This design comes from an exercise in tuning for small area and a short achievable clock period on the open sky130 flow, not from production work.
Function was not checked in any run shown here: the RTL went through the layout flow alone.

==> flow/design.v, too long to show whole: its modules and the start of the top module <==
// module fir3_fa: 4 lines
// module fir3_ha: 4 lines
// module fir3_sel: 3 lines
// module fir3_xnor: 3 lines
// module fir3_xor: 3 lines
// module fir3_top: 2734 lines
module fir3_top #(
  parameter int W  = 32,
  parameter int XW = 16
) (
  input  logic          CLK,
  input  logic          rst,
  input  logic [XW-1:0] h0,
  input  logic [XW-1:0] h1,
  input  logic [XW-1:0] h2,
  input  logic [XW-1:0] x,
  output logic [W-1:0]  y
);
  // ...
==> flow/flow/run.sh <==
#!/bin/bash
set -euo pipefail
here=$(pwd)
F=$here/flow
sed "s#^hierarchy -check -top \$::env(DESIGN_NAME)\$#&\ntechmap -map $F/leafmap.v#" \
  "$FLOW_HOME/scripts/synth.tcl" > "$here/synth_leaf.tcl"
grep -q "^techmap -map $F/leafmap.v" "$here/synth_leaf.tcl"
sed "s#source \$::env(SCRIPTS_DIR)/synth.tcl#source $here/synth_leaf.tcl#" \
  "$here/synth_recipe.tcl" > "$here/synth_own.tcl"
grep -q "source $here/synth_leaf.tcl" "$here/synth_own.tcl"
bash standard.sh \
  SYNTH_SCRIPT="$here/synth_own.tcl" \
  DONT_BUFFER_PORTS=1 \
  PRE_GLOBAL_PLACE_TCL="$F/ports.tcl" \
  finish > "$here/standard_finish.log" 2>&1
==> flow/flow/leafmap.v <==
// Maps the design's leaf modules one-to-one onto library cells.
module fir3_fa (input a, b, c, output s, co);
  sky130_fd_sc_hd__fa_1 _TECHMAP_REPLACE_ (.A(a), .B(b), .CIN(c), .SUM(s), .COUT(co));
endmodule

module fir3_ha (input a, b, output s, co);
  sky130_fd_sc_hd__ha_1 _TECHMAP_REPLACE_ (.A(a), .B(b), .SUM(s), .COUT(co));
endmodule

module fir3_sel (input one, two, hi, hm, output mn);
  sky130_fd_sc_hd__a22oi_1 _TECHMAP_REPLACE_ (.A1(one), .A2(hi), .B1(two), .B2(hm), .Y(mn));
endmodule

module fir3_xnor (input a, b, output y);
  sky130_fd_sc_hd__xnor2_1 _TECHMAP_REPLACE_ (.A(a), .B(b), .Y(y));
endmodule

module fir3_xor (input a, b, output y);
  sky130_fd_sc_hd__xor2_1 _TECHMAP_REPLACE_ (.A(a), .B(b), .X(y));
endmodule
==> flow/flow/ports.tcl <==
# Buffer every input and output port (the clock port excepted, as buffer_ports does).
buffer_ports -inputs -buffer_cell sky130_fd_sc_hd__buf_2
buffer_ports -outputs -buffer_cell sky130_fd_sc_hd__buf_1
==> flow/standard.sh <==
#!/bin/bash
# synth_recipe.tcl (not shown) runs the flow's synth.tcl, then flattens the netlist and writes it again
# the make line also repeats each setting of config.mk as NAME=value (left out here)
make -C /OpenROAD-flow-scripts/flow DESIGN_CONFIG=/design/flow/config.mk WORK_HOME=/design/flow/orfs CLKGATE_MAP_FILE= SYNTH_SCRIPT=/design/flow/synth_recipe.tcl "${@:-finish}"
==> flow/config.mk <==
export PLATFORM = sky130hd
export DESIGN_NAME = fir3_top
export DESIGN_NICKNAME = fir3_top
export VERILOG_FILES = /design/flow/design.v
export SDC_FILE = /design/flow/constraint.sdc
export NUM_CORES = 4
export LEC_CHECK = 0
export ABC_AREA = 1
export CAP_MARGIN = 20
export CORE_MARGIN = 2
export CORE_UTILIZATION = 40
export SLEW_MARGIN = 20
==> flow/constraint.sdc <==
create_clock -name core_clock -period 10.0 [get_ports {CLK}]
set_input_delay 2.0000 -clock core_clock [delete_from_list [all_inputs] [get_ports {CLK}]]
set_output_delay 2.0000 -clock core_clock [all_outputs]
set_load 0.01 [all_outputs]
==> flow_metrics.py, run 1 <==
metrics = {
    "layout": {
        "seqCellArea_mm2": 0.00200,
        "mostFrequentLayoutCells": "a22oi_1, xnor2_1, fa_1, dfrtp_1, inv_1",
        "final_core_util_pct": 44.1,
        "clock_buffers": 10,
        "dominant_cells": "multi-input gates",
        "multi_input_cells": 1440,
        "layout.nonclk_buf_share_pct": 1.84,
        "drive_above_1_share_pct": 5.85,
    },
    "yosys": {
        "synth_area_leaders": "fa_1, xnor2_1, a22oi_1, dfrtp_1, ha_1",
        "async_reset_ff_share_pct": 100,
        "synthesis.area_mm2": 0.0181,
        "yosys.area.top_type": "fa_1",
        "synth_edf_count": 0,
        "synth_mux_area_share_pct": 1.31,
    },
    "grt": {
        "grt_usage_pct": 27.2,
        "grt_max_degree": 81,
        "use_met3_pct": 3.65,
        "antenna_found_initial": 0,
        "grt_pass1_wl_um": 94200,
    },
    "cts": {
        "cts_max_level": 3,
        "clock_sinks": 80,
        "clkTransAtPathRegs_ns": 0.06,
    },
    "run": {
        "drv_cap": 0,
    },
    "floorplanning": {
        "rows": 77,
        "num_io_pins": 98,
        "die_h_um": 217,
    },
    "route": {
        "wire_per_inst_um": 27.7,
        "num_vias": 13800,
        "route.met2.wl_um": 32000,
    },
    "worst_setup_path": {
        "crit_path_end": "y_q[31]",
        "critPathKind": "input pin to flip-flop",
        "path_common_cell": "fa_1",
    },
    "place": {
        "place_congestion": 0.908,
        "place_ws_ns": 2.23,
        "hpwl_um": 48000,
    },
    "sta": {
        "hold_slack_ns": 0.405,
        "rsz0062_at_grt": "no",
        "final_hold_viol_count": 0,
    },
    "run_status": {
        "status": "complete, no violations",
    },
}
==> run 2: changes to the inputs <==
==> flow/flow/ports.tcl (replaced) <==
# Sourced before global placement (PRE_GLOBAL_PLACE_TCL, with DONT_BUFFER_PORTS=1).
# Buffers every input and output port (the clock port excepted, as buffer_ports
# does) at the same point of the flow as the standard port buffering, right after
# remove_buffers, but with small buffers on the outputs and stronger ones on the
# inputs.
proc my_buffer_ports {} {
  buffer_ports -inputs -buffer_cell sky130_fd_sc_hd__buf_2
  buffer_ports -outputs -buffer_cell sky130_fd_sc_hd__buf_1
}
if { $::env(GPL_TIMING_DRIVEN) } {
  rename remove_buffers my_orig_remove_buffers
  proc remove_buffers {args} {
    my_orig_remove_buffers {*}$args
    my_buffer_ports
  }
} else {
  my_buffer_ports
}
==> flow_metrics.py, run 2 <==
metrics = {
    "yosys": {
        "synth_ff_type": "dfrtp_1",
        "netlist_top_cells_count": "a22oi_1, xnor2_1, fa_1, dfrtp_1, inv_1",
        "synth_edf_count": 0,
        "yosys.area.top_type": "fa_1",
        "yosysTopAreaCellShare_pct": 42.6,
        "async_reset_ff_share_pct": 100,
        "netlist_instances": 1555,
        "synthesis.area_mm2": 0.0181,
        "syn_avg_cell_area_um2": 11.6,
        "synth_warnings": 1,
        "synth_seq_area_share_pct": 11.1,
        "synth_area_leaders": "fa_1, xnor2_1, a22oi_1, dfrtp_1, ha_1",
        "synth_cell_types": 21,
        "yosysMostFrequentCell": "a22oi_1",
        "ys_seq_elements": 80,
    },
    "sta": {
        "drv_slew": 0,
        "hold_slack_ns": 0.407,
        "fin_ws_ns": 2.30,
        "worst_slew_pin_slew_ns": 0.873,
        "fin_setup_tns_ns": 0,
        "fin_crit_sh_pct": 77.0,
        "fin_crit_ns": 7.70,
        "rsz0062_at_grt": "no",
        "finClkSkew_ns": 0.0197,
        "max_freq_mhz": 130,
        "slew_headroom_pct": 41.6,
        "final_hold_viol_count": 0,
        "setup_viol": 0,
    },
    "grt": {
        "antenna_found_initial": 0,
        "grt_pass1_wl_um": 91000,
        "grt_pass1_vias": 14800,
        "grt_usage_pct": 26.1,
        "overflow": 0,
        "grt_max_degree": 45,
    },
    "route": {
        "viasPerCell": 5.97,
        "wl_met3_um": 2950,
        "highest_layer": "met4",
        "num_vias": 13900,
        "route.met2.wl_um": 29700,
        "drtAntennaViolNets": 0,
        "drt_first_iter_violations": 1426,
        "met1_length_um": 21700,
        "wire_per_inst_um": 25.4,
        "routed_wl_um": 59300,
        "remaining_drc_errors": 0,
        "drt_first_pass_iters": 6,
    },
    "layout": {
        "seqCellArea_mm2": 0.00200,
        "regMostFlops": "y_q",
        "mostFrequentLayoutCells": "a22oi_1, xnor2_1, fa_1, dfrtp_1, buf_2",
        "fin_cells": 2334,
        "largest_register_ffs": 32,
        "fin_area_mm2": 0.0201,
        "drive_above_1_share_pct": 9.47,
        "final_core_util_pct": 45.2,
        "n_antenna_cell": 0,
        "fillers": 4154,
        "multiInputGateArea_mm2": 0.0159,
        "nets": 2232,
        "layout_commonest_cell": "a22oi_1",
        "syn_to_final_growth_pct": 11.0,
    },
    "place": {
        "portBuffers": 97,
        "place_ws_ns": 1.89,
        "place_area_mm2": 0.0197,
        "hpwl_um": 47400,
        "place_inst": 2317,
        "place_congestion": 0.933,
    },
    "worst_setup_path": {
        "endpoint_kind": "flip-flop",
        "critPathKind": "input pin to flip-flop",
        "critical_path_peak_fanout": 16,
        "cp_data_required_time_ns": 10.27,
        "cp-start-kind": "input pin",
        "cp_slowest_cell": "fa_1",
        "cp_slowest_stage_delay_ns": 0.52,
        "worstPathArrival_ns": 7.97,
    },
    "floorplanning": {
        "coreArea_mm2": 0.0444,
        "die_area_mm2": 0.0469,
        "die_w_um": 217,
        "rows": 77,
        "start_util_pct": 40.7,
        "die_h_um": 217,
        "num_io_pins": 98,
    },
    "min_path": {
        "holdCritPathClass": "flip-flop to flip-flop",
    },
    "cts": {
        "clock_tree.root_cell": "clkbuf_16",
        "post_cts_buffers": 0,
        "cts.repair.resized": 0,
        "numCtsBuffers": 9,
        "cts_tree": "yes",
        "postCtsHoldBufs": 0,
        "clk_latency_ns": 0.39,
        "cts_max_level": 3,
        "clock_sinks": 80,
        "cts.path.max_buffers": 2,
        "clkTransAtPathRegs_ns": 0.07,
    },
    "run": {
        "drv_cap": 0,
    },
    "run_status": {
        "status": "complete, no violations",
    },
}
[run 2: cell counts after synthesis]
No cell type changed its count.
[run 2: area by class of cell]
class | count | share of cell area, %
Inverter | 58 | 1.08
Tap cell | 592 | 3.69
Timing Repair Buffer | 148 | 4.14
Clock inverter | 6 | 0.449
Clock buffer | 10 | 1.19
Sequential cell | 80 | 9.98
Multi-Input combinational cell | 1440 | 79.5
[run 2: final timing paths]
check	start	endpoint	slack (ns)	depth (start not counted)
worst max register to register	d2_q[7]	y_q[31]	2.66	27
worst min-delay path	d0_q[10]	d1_q[10]	0.41	0
min in group asynchronous	rst	d0_q[0]	1.57	1
max in group asynchronous	rst	d2_q[8]	7.36	2
worst max-delay path	h0[11]	y_q[31]	2.30	26
worst min register to register	d0_q[10]	d1_q[10]	0.41	0
[run 2: cell families after synthesis]
| kind of cell | count (synthesis) | share of synthesized area (%) |
|---|---|---|
| flops | 80 | 11.1 |
| xor+xnor | 424 | 20.5 |
| simple gates | 112 | 2.50 |
| buf+inv | 58 | 1.20 |
| other cells | 2 | 0.0415 |
| mux | 21 | 1.31 |
| compound gates | 429 | 17.7 |
| fa+ha+maj | 429 | 45.7 |
[run 2: worst max-delay path: cells and delay by family]
family                   cells  cell delay, ns
AND/OR/NAND/NOR             10            0.77
XOR/XNOR                     2            0.40
AO/OA/AOI/OAI                2            0.32
buffers and inverters        2            0.37
adder cells (fa/ha/maj)     10            4.10
[run 2: metal layers]
metal / up-vias / GRT usage, %
li1: 5874 / -
met5: - / 0
met3: 168 / 2.68
met4: 0 / 18.2
met1: 7258 / 31.8
met2: 630 / 43.7

## separate check: timing with driven ports
In the flow no input, the clock included, has a driving cell. The finished layouts below were timed again as built, in two steps.
Step 1 sets driving cells, clkbuf_16 on the clock port and buf_2 on the other inputs (assumed; they add their load-dependent delay and slew).
Step 2, shift: input delay + t, output delay - t, t = (earliest + latest rising clock arrival at the registers) / 2. This alone moves slack from input paths to output paths.
Slacks: ideal ports / drivers / drivers and shift; pairs: ideal ports / drivers.
run | t (ns) | setup WS [ns] | hold WS [ns] | worst data-port slew with drivers (ns) | max-slew violations | max-capacitance violations | pins driven straight from the clock port
run 1 | 0.447 | 2.652 / 2.404 / 1.958 | 0.405 / 0.405 / 0.405 | 1.97 | 0 / 81 | 0 / 1 | 1
run 2 | 0.441 | 2.296 / 2.329 / 1.888 | 0.407 / 0.407 / 0.407 | 0.05 | 0 / 0 | 0 / 0 | 1
After both steps every run listed still meets setup and hold. The drivers bring new slew violations in run 1. With drivers on, capacitance violations rise in run 1. For run 1, which loses most, drivers alone change the setup slack by -0.248 ns; drivers and shift together by -0.694 ns.
